From an optimization exercise on the open Yosys and OpenROAD flow, aimed at small area; shortcuts taken in it are not production practice.
In this exercise RTL edits were held to simulation tests only and were not proved equivalent to the original.
Power is estimated from default activity; no workload was simulated.

==> 03-15: inputs <==
==> flow/design.v <==
package motion_pkg;
  localparam int num_motors = 2;
  localparam int word_bits  = 64;
  localparam int acc_bits   = 16;   
  localparam int dur_bits   = 16;   
  localparam int op_bits    = 8;
  localparam int free_bits  = 4;
endpackage
`timescale 1ns/1ps
module motion_core (
  input  logic       buffered_clk,
  input  logic       resetn_in,
  input  logic       sck,
  input  logic       cs_n,
  input  logic       copi,
  output logic       cipo,
  output logic [1:0] step,
  output logic [1:0] dir,
  output logic [1:0] enable_out,
  output logic       buffer_dtr,
  output logic       move_done
);
  logic rst;
  always_ff @(posedge buffered_clk) begin
    rst <= ~resetn_in;
  end
  logic [2:0]  sck_s;
  logic [2:0]  cs_s;
  logic        sck_rise, sck_fall, cs_rise, cs_fall;
  logic [63:0] rx;           
  logic [6:0]  bit_cnt;      
  logic [3:0]  rise_d;       
  logic        cnt64;
  logic        dec;          
  logic [7:0]  op;
  assign sck_rise = sck_s[1] & ~sck_s[2];
  assign sck_fall = ~sck_s[1] & sck_s[2];
  assign cs_rise  = cs_s[1] & ~cs_s[2];
  assign cs_fall  = ~cs_s[1] & cs_s[2];
  assign cnt64    = bit_cnt[6];
  assign dec      = rise_d[3] & cnt64;
  assign op       = rx[63:56];
  always_ff @(posedge buffered_clk) begin
    if (rst) begin
      sck_s <= '0;
      cs_s  <= '1;
    end else begin
      sck_s <= {sck_s[1:0], sck};
      cs_s  <= {cs_s[1:0], cs_n};
    end
  end
  always_ff @(posedge buffered_clk) begin
    rise_d <= {rise_d[2:0], cs_rise};
    if (sck_rise) begin
      rx <= {rx[62:0], copi};
    end
  end
  always_ff @(posedge buffered_clk) begin
    if (rst || cs_fall) begin
      bit_cnt <= '0;
    end else if (sck_fall && !cnt64) begin
      bit_cnt <= bit_cnt + 7'd1;
    end
  end
  logic       push;
  logic [7:0] last_op;
  logic [7:0] moves_done;
  logic       overflow;
  logic       move_complete;
  logic       full;
  logic       is_enable, is_move, is_clear;
  assign is_enable = op == 8'h01;
  assign is_move   = op == 8'h02;
  assign is_clear  = op == 8'h03;
  always_ff @(posedge buffered_clk) begin
    if (rst) begin
      last_op <= '0;
    end else if (dec) begin
      last_op <= op;
    end
  end
  always_ff @(posedge buffered_clk) begin
    if (rst) begin
      push       <= 1'b0;
      enable_out <= '0;
      moves_done <= '0;
      overflow   <= 1'b0;
    end else begin
      push <= dec & is_move & ~full;
      if (dec & is_enable) begin
        enable_out <= rx[49:48];
      end
      if (dec & is_clear) begin
        moves_done <= '0;
      end else if (move_complete) begin
        moves_done <= moves_done + 8'd1;
      end
      if (dec & is_clear) begin
        overflow <= 1'b0;
      end else if (dec & is_move & full) begin
        overflow <= 1'b1;
      end
    end
  end
  logic [49:0] ring [8];
  logic [2:0]  wr_rel, rd_rel;
  logic        empty;
  logic        pop;
  logic        pend;         
  logic        wr_now;
  logic [3:0]  free_slots;
  logic [49:0] head;
  assign empty      = (wr_rel == rd_rel) & ~full;
  assign free_slots = {empty, rd_rel - wr_rel};
  assign wr_now     = ((wr_rel == 3'd0) & ~full) | (pend & (wr_rel == 3'd1));
  assign head       = ring[rd_rel];
  always_ff @(posedge buffered_clk) begin
    for (int i = 0; i < 7; i++) begin
      ring[i] <= ring[i+1];
    end
    ring[7] <= wr_now ? rx[49:0] : ring[0];
  end
  always_ff @(posedge buffered_clk) begin
    if (rst) begin
      wr_rel <= '0;
      rd_rel <= '0;
      full   <= 1'b0;
      pend   <= 1'b0;
    end else begin
      wr_rel <= wr_rel - {2'b0, ~push};
      rd_rel <= rd_rel - {2'b0, ~pop};
      pend   <= push | (pend & (wr_rel != 3'd1));
      if (pop) begin
        full <= 1'b0;
      end else if (push && (wr_rel + 3'd1) == rd_rel) begin
        full <= 1'b1;
      end
    end
  end
  logic [2:0]  st;
  logic [15:0] rem;
  logic [15:0] inc0, inc1, acc0, acc1;
  logic [4:0]  s0, s1;
  logic [3:0]  r_nib;
  logic        c0, c1;       
  logic        b_in, bw;     
  logic        zf;           
  logic        ld, tick, running, chk, rem_last;
  assign ld       = st == 3'b001;
  assign tick     = st == 3'b111;
  assign running  = st[2] | st[1];
  assign pop      = st == 3'b010;
  assign chk      = st[1] & st[0];
  assign s0       = {1'b0, acc0[3:0]} + {1'b0, inc0[3:0]} + {4'b0, c0};
  assign s1       = {1'b0, acc1[3:0]} + {1'b0, inc1[3:0]} + {4'b0, c1};
  assign step     = {tick & s1[4], tick & s0[4]};
  assign b_in     = (st[1:0] == 2'b00) | bw;
  assign r_nib    = rem[3:0] - {3'b0, b_in};
  assign rem_last = st[2] ? (zf & (r_nib == '0)) : (rem == '0);
  assign move_complete = chk & rem_last;
  always_ff @(posedge buffered_clk) begin
    if (ld) begin
      inc0 <= {head[39:32], head[47:40]};
      inc1 <= {head[23:16], head[31:24]};
      rem  <= {head[7:0], head[15:8]};
    end else begin
      inc0 <= {inc0[3:0], inc0[15:4]};
      inc1 <= {inc1[3:0], inc1[15:4]};
      rem  <= {st[2] ? r_nib : rem[3:0], rem[15:4]};
    end
    acc0 <= st[2] ? {s0[3:0], acc0[15:4]} : '0;
    acc1 <= st[2] ? {s1[3:0], acc1[15:4]} : '0;
    c0   <= st[2] & ~chk & s0[4];
    c1   <= st[2] & ~chk & s1[4];
    bw   <= b_in & (rem[3:0] == '0);
    zf   <= ((st[1:0] == 2'b00) | zf) & (r_nib == '0);
  end
  always_ff @(posedge buffered_clk) begin
    if (rst) begin
      st  <= 3'b000;
      dir <= '0;
    end else begin
      if (ld) begin
        dir <= head[49:48];
      end
      if ((st == 3'b000 && empty) || move_complete) begin
        st <= 3'b000;
      end else if (tick) begin
        st <= 3'b100;
      end else begin
        st <= st + 3'd1;
      end
    end
  end
  assign buffer_dtr = ~full;
  assign move_done  = empty & ~running;
  logic [7:0] md_snap;
  logic [3:0] free_snap;
  logic       busy_snap;
  logic [63:0] status;
  always_ff @(posedge buffered_clk) begin
    if (cs_fall) begin
      md_snap   <= moves_done;
      free_snap <= free_slots;
      busy_snap <= running;
    end
  end
  assign status = {last_op, 40'd0, md_snap, free_snap, overflow, busy_snap, enable_out};
  assign cipo   = ~cnt64 & status[~bit_cnt[5:0]];
endmodule
==> flow/run.sh <==
#!/bin/bash
# synth_recipe.tcl (not shown) runs the flow's synth.tcl, then flattens the netlist and writes it again
# the make line also repeats each setting of config.mk as NAME=value (left out here)
make -C /OpenROAD-flow-scripts/flow DESIGN_CONFIG=/design/flow/config.mk WORK_HOME=/design/flow/orfs CLKGATE_MAP_FILE= SYNTH_SCRIPT=/design/flow/synth_recipe.tcl finish
==> flow/config.mk <==
export PLATFORM = sky130hd
export DESIGN_NAME = motion_core
export DESIGN_NICKNAME = motion_core
export VERILOG_FILES = /design/flow/design.v
export SDC_FILE = /design/flow/constraint.sdc
export NUM_CORES = 4
export LEC_CHECK = 0
export CAP_MARGIN = 20
export CORE_MARGIN = 2
export CORE_UTILIZATION = 40
export CTS_BUF_LIST = sky130_fd_sc_hd__clkbuf_8
export CTS_CLUSTER_DIAMETER = 40
export CTS_CLUSTER_SIZE = 25
export SLEW_MARGIN = 20
==> flow/constraint.sdc <==
create_clock -name core_clock -period 10.0 [get_ports {buffered_clk}]
set_input_delay 2.0000 -clock core_clock [delete_from_list [all_inputs] [get_ports {buffered_clk}]]
set_output_delay 2.0000 -clock core_clock [all_outputs]
set_load 0.01 [all_outputs]
==> 07-02 (differences from 03-15) <==
==> flow/design.v (replaced) <==
package motion_pkg;
  localparam int num_motors = 2;
  localparam int word_bits  = 64;
  localparam int acc_bits   = 16;   
  localparam int dur_bits   = 16;   
  localparam int op_bits    = 8;
  localparam int free_bits  = 4;
endpackage
`timescale 1ns/1ps
module motion_core (
  input  logic       buffered_clk,
  input  logic       resetn_in,
  input  logic       sck,
  input  logic       cs_n,
  input  logic       copi,
  output logic       cipo,
  output logic [1:0] step,
  output logic [1:0] dir,
  output logic [1:0] enable_out,
  output logic       buffer_dtr,
  output logic       move_done
);
  logic rst;
  always_ff @(posedge buffered_clk) begin
    rst <= ~resetn_in;
  end
  logic [2:0]  sck_s;
  logic [2:0]  cs_s;
  logic        sck_rise, sck_fall, cs_rise, cs_fall;
  logic [63:0] rx;           
  logic [6:0]  bit_cnt;
  logic        cnt64;
  logic        dec;          
  logic [7:0]  op;
  assign sck_rise = sck_s[1] & ~sck_s[2];
  assign sck_fall = ~sck_s[1] & sck_s[2];
  assign cs_rise  = cs_s[1] & ~cs_s[2];
  assign cs_fall  = ~cs_s[1] & cs_s[2];
  assign cnt64    = bit_cnt[6];
  assign dec      = bit_cnt == 7'd68;
  assign op       = rx[63:56];
  always_ff @(posedge buffered_clk) begin
    sck_s <= {sck_s[1:0], sck};
    cs_s  <= {cs_s[1:0], cs_n};
  end
  logic sh1, sh0;
  always_ff @(posedge buffered_clk) begin
    sh1 <= sck_s[0] & ~sck_s[1];
    sh0 <= ~(sck_s[0] & ~sck_s[1]);
    rx  <= ({rx[62:0], copi} & {64{sh1}}) | (rx & {64{sh0}});
  end
  always_ff @(posedge buffered_clk) begin
    if (rst || cs_fall) begin
      bit_cnt <= '0;
    end else if (cnt64 ? (cs_rise || bit_cnt[5:0] != '0) : sck_fall) begin
      bit_cnt <= bit_cnt + 7'd1;
    end
  end
  logic       push;
  logic [7:0] last_op;
  logic [7:0] moves_done;
  logic [3:0] md_wait;
  logic       overflow;
  logic       move_complete;
  logic       full;
  logic       is_enable, is_move, is_clear;
  assign is_enable = op == 8'h01;
  assign is_move   = op == 8'h02;
  assign is_clear  = op == 8'h03;
  always_ff @(posedge buffered_clk) begin
    push <= dec & is_move & ~full;
  end
  always_ff @(posedge buffered_clk) begin
    if (rst) begin
      last_op <= '0;
    end else if (dec) begin
      last_op <= op;
    end
  end
  always_ff @(posedge buffered_clk) begin
    if (rst) begin
      enable_out <= '0;
      moves_done <= '0;
      md_wait    <= '0;
      overflow   <= 1'b0;
    end else begin
      if (dec & is_enable) begin
        enable_out <= rx[49:48];
      end
      if (dec & is_clear) begin
        moves_done <= '0;
        md_wait    <= '0;
      end else if (cs_s[1]) begin
        if (move_complete || md_wait != '0) begin
          moves_done <= moves_done + 8'd1;
        end
        if (md_wait != '0 && !move_complete) begin
          md_wait <= md_wait - 4'd1;
        end
      end else if (move_complete) begin
        md_wait <= md_wait + 4'd1;
      end
      if (dec & is_clear) begin
        overflow <= 1'b0;
      end else if (dec & is_move & full) begin
        overflow <= 1'b1;
      end
    end
  end
  logic [49:0] ring [8];
  logic [2:0]  wr_rel, rd_rel;
  logic        empty;
  logic        pop;
  logic        pend;         
  logic [3:0]  free_slots;
  logic [49:0] head;
  logic        ld;
  assign empty      = (wr_rel == rd_rel) & ~full;
  assign free_slots = {empty, rd_rel - wr_rel};
  logic [2:0]  wr_rel_d;
  logic        full_d, pend_d, wsel1, wsel0;
  assign wr_rel_d = rst ? 3'd0 : wr_rel - {2'b0, ~push};
  assign full_d   = rst ? 1'b0 : pop ? 1'b0 : (push && (wr_rel + 3'd1) == rd_rel) ? 1'b1 : full;
  assign pend_d   = push | (pend & (wr_rel != 3'd1));
  logic [7:0]  rsel;
  always_comb begin
    for (int i = 0; i < 8; i++) begin
      rsel[i] = ld & (rd_rel == 3'(i));
    end
    head = '0;
    for (int i = 0; i < 8; i++) begin
      head = head | ({50{rsel[i]}} & ring[i]);
    end
  end
  always_ff @(posedge buffered_clk) begin
    pend  <= pend_d;
    wsel1 <= ((wr_rel_d == 3'd0) & ~full_d) | (pend_d & (wr_rel_d == 3'd1));
    wsel0 <= ~(((wr_rel_d == 3'd0) & ~full_d) | (pend_d & (wr_rel_d == 3'd1)));
  end
  always_ff @(posedge buffered_clk) begin
    for (int i = 0; i < 7; i++) begin
      ring[i] <= ring[i+1];
    end
    ring[7] <= (rx[49:0] & {50{wsel1}}) | (ring[0] & {50{wsel0}});
  end
  always_ff @(posedge buffered_clk) begin
    if (rst) begin
      rd_rel <= '0;
    end else begin
      rd_rel <= rd_rel - {2'b0, ~pop};
    end
    wr_rel <= wr_rel_d;
    full   <= full_d;
  end
  logic [2:0]  st;
  logic [15:0] rem;
  logic [15:0] inc0, inc1, acc0, acc1;
  logic [4:0]  s0, s1;
  logic [3:0]  r_nib;
  logic        c0, c1;       
  logic        b_in, bw;     
  logic        tick, running, chk, rem_last;
  assign ld       = st == 3'b001;
  assign tick     = st == 3'b111;
  assign running  = st[2] | st[1];
  assign pop      = st == 3'b010;
  assign chk      = st[1] & st[0];
  assign s0       = {1'b0, acc0[3:0]} + {1'b0, inc0[3:0]} + {4'b0, c0};
  assign s1       = {1'b0, acc1[3:0]} + {1'b0, inc1[3:0]} + {4'b0, c1};
  assign step     = {tick & s1[4], tick & s0[4]};
  assign b_in     = (st[1:0] == 2'b00) | bw;
  assign r_nib    = rem[3:0] - {3'b0, b_in};
  assign rem_last = (rem[15:4] == '0) & ((st[2] ? r_nib : rem[3:0]) == '0);
  assign move_complete = chk & rem_last;
  always_ff @(posedge buffered_clk) begin
    inc0 <= {head[39:32], head[47:40]} | ({16{~ld}} & {inc0[3:0], inc0[15:4]});
    inc1 <= {head[23:16], head[31:24]} | ({16{~ld}} & {inc1[3:0], inc1[15:4]});
    rem  <= {head[7:0], head[15:8]} | ({16{~ld}} & {st[2] ? r_nib : rem[3:0], rem[15:4]});
    acc0 <= {st[2] ? s0[3:0] : 4'b0, acc0[15:4]};
    acc1 <= {st[2] ? s1[3:0] : 4'b0, acc1[15:4]};
    c0   <= st[2] & ~chk & s0[4];
    c1   <= st[2] & ~chk & s1[4];
    bw   <= b_in & (rem[3:0] == '0);
  end
  always_ff @(posedge buffered_clk) begin
    if (rst) begin
      st  <= 3'b000;
      dir <= '0;
    end else begin
      dir <= head[49:48] | ({2{~ld}} & dir);
      if ((st == 3'b000 && empty) || move_complete) begin
        st <= 3'b000;
      end else if (tick) begin
        st <= 3'b100;
      end else begin
        st <= st + 3'd1;
      end
    end
  end
  assign buffer_dtr = ~full;
  assign move_done  = empty & ~running;
  logic [3:0] free_snap;
  logic       busy_snap;
  logic [63:0] status;
  always_ff @(posedge buffered_clk) begin
    if (cs_fall) begin
      free_snap <= free_slots;
      busy_snap <= running;
    end
  end
  assign status = {last_op, 40'd0, moves_done, free_snap, overflow, busy_snap, enable_out};
  assign cipo   = ~cnt64 & status[~bit_cnt[5:0]];
endmodule
==> flow/flow/run.sh (new file) <==
#!/bin/bash
# Layout flow: the standard ORFS flow, except
#  - the combinational logic is mapped with an area-oriented ABC script
#    (flow/abc_area_map.script) in place of ORFS's delay-oriented one; the
#    rest of synthesis is ORFS's, so the registers are the standard ones,
#    which is checked below against a standard synthesis run first;
#  - CTS uses small clock buffers and no dummy loads;
#  - the ports get single-drive buffers.
# Each tool's output goes to a log file in this folder.
set -euo pipefail
RES=orfs/results/sky130hd/motion_core/base

bash standard.sh synth > synth_standard.log 2>&1
mkdir -p synth_standard
cp $RES/1_2_yosys.v synth_standard/

# 2. The same synthesis with the area mapping script
rm -rf alt_scripts && mkdir alt_scripts
for f in "$FLOW_HOME"/scripts/*; do ln -s "$f" alt_scripts/; done
rm alt_scripts/abc_speed.script
cp flow/abc_area_map.script alt_scripts/abc_speed.script
rm -f $RES/1_2_yosys.v $RES/1_2_yosys.sdc $RES/1_synth.odb $RES/1_synth.sdc
SCRIPTS_DIR=$PWD/alt_scripts bash standard.sh synth > synth_area.log 2>&1

# 3. Both netlists must hold the same registers, by name and cell type
regs() { grep -E '^\s*sky130_fd_sc_hd__(s?e?df|dl)[a-z0-9_]* ' "$1" | awk '{print $1, $2}' | sort; }
regs synth_standard/1_2_yosys.v > regs_standard.txt
regs $RES/1_2_yosys.v > regs_area.txt
if ! cmp -s regs_standard.txt regs_area.txt || [ ! -s regs_standard.txt ]; then
  echo "register mismatch: falling back to the standard synthesis" >> synth_area.log
  rm -f $RES/1_2_yosys.v $RES/1_2_yosys.sdc $RES/1_synth.odb $RES/1_synth.sdc
  bash standard.sh synth > synth_standard_again.log 2>&1
fi

# 4. The rest of the standard flow
export CTS_ARGS="-sink_clustering_enable -repair_clock_nets -sink_clustering_size 10 -sink_clustering_max_diameter 45 -buf_list sky130_fd_sc_hd__clkbuf_4 -dont_use_dummy_load"
export BUFFER_PORTS_ARGS="-buffer_cell sky130_fd_sc_hd__buf_1"
bash standard.sh > flow_make.log 2>&1
==> flow/flow/abc_area_map.script (new file) <==
strash
&get -n
&fraig -x
&put
scorr
dc2
strash
&get -n
&dch -f
&nf -R 1000 -p
&put
==> flow/standard.sh (new file) <==
#!/bin/bash
# synth_recipe.tcl (not shown) runs the flow's synth.tcl, then flattens the netlist and writes it again
# the make line also repeats each setting of config.mk as NAME=value (left out here)
make -C /OpenROAD-flow-scripts/flow DESIGN_CONFIG=/design/flow/config.mk WORK_HOME=/design/flow/orfs CLKGATE_MAP_FILE= SYNTH_SCRIPT=/design/flow/synth_recipe.tcl "${@:-finish}"
CTS_BUF_LIST = default   (was sky130_fd_sc_hd__clkbuf_8)
CTS_CLUSTER_DIAMETER = default   (was 40)
CTS_CLUSTER_SIZE = default   (was 25)
removed: flow/run.sh
==> comparison table <==
metric	07-02	03-15
Result of the run	timing/DRC/antenna clean	timing/DRC/antenna clean
Share of final-layout standard cells stronger than drive strength 1	0.0828	0.162
Routed wire length	36.8 mm	39.3 mm
Avg Vias per Cell	5.74	4.98
Taps Inserted	539	615
Max Used Layer	met4	met5
Clock Skews	0.0765 ns	0.0563 ns
Worst reg2reg startpoint	st[0]	rd_rel[0]
Combinational Power Share	0.109	0.220
Simple-Gate Fraction of Synth Area	0.0517	0.0760
Synthesized instance count	1193	1510
Number of clock buffers in the layout	72	75
Floorplan die area	0.0436 sq mm	0.0501 sq mm
Flip-flop and latch count	607	612
Final period demand of the worst path	4.46 ns	5.23 ns
Power in sequential cells	2.71 mW	3.45 mW
Total clock network power	1.05 mW	1.91 mW

## re-timing with driven ports
The flow's constraints put no driver on any port. The routed layouts listed below were extracted and timed again, unchanged, in two steps.
Step 1 assumes that a clkbuf_16 drives the clock port and a buf_2 every other input.
Step 2 times the ports against the registers' clock, not the clock port: input delays grow and output delays shrink by t, the midpoint of the rising clock arrivals with the driver on.
Slacks: no drivers / after step 1 / after step 2; pairs: no drivers / after step 1.
run | t, ns | setup WS [ns] | worst setup path after step 2 | clock arrival spread, ns | worst data-port slew with drivers (ns)
03-15 | 0.679 | 4.772 / 4.719 / 5.399 | register to output | 0.060 / 0.059 | 0.03
07-02 | 0.754 | 5.537 / 5.490 / 6.243 | register to output | 0.077 / 0.077 | 0.03
After both steps every run listed still meets setup and hold.
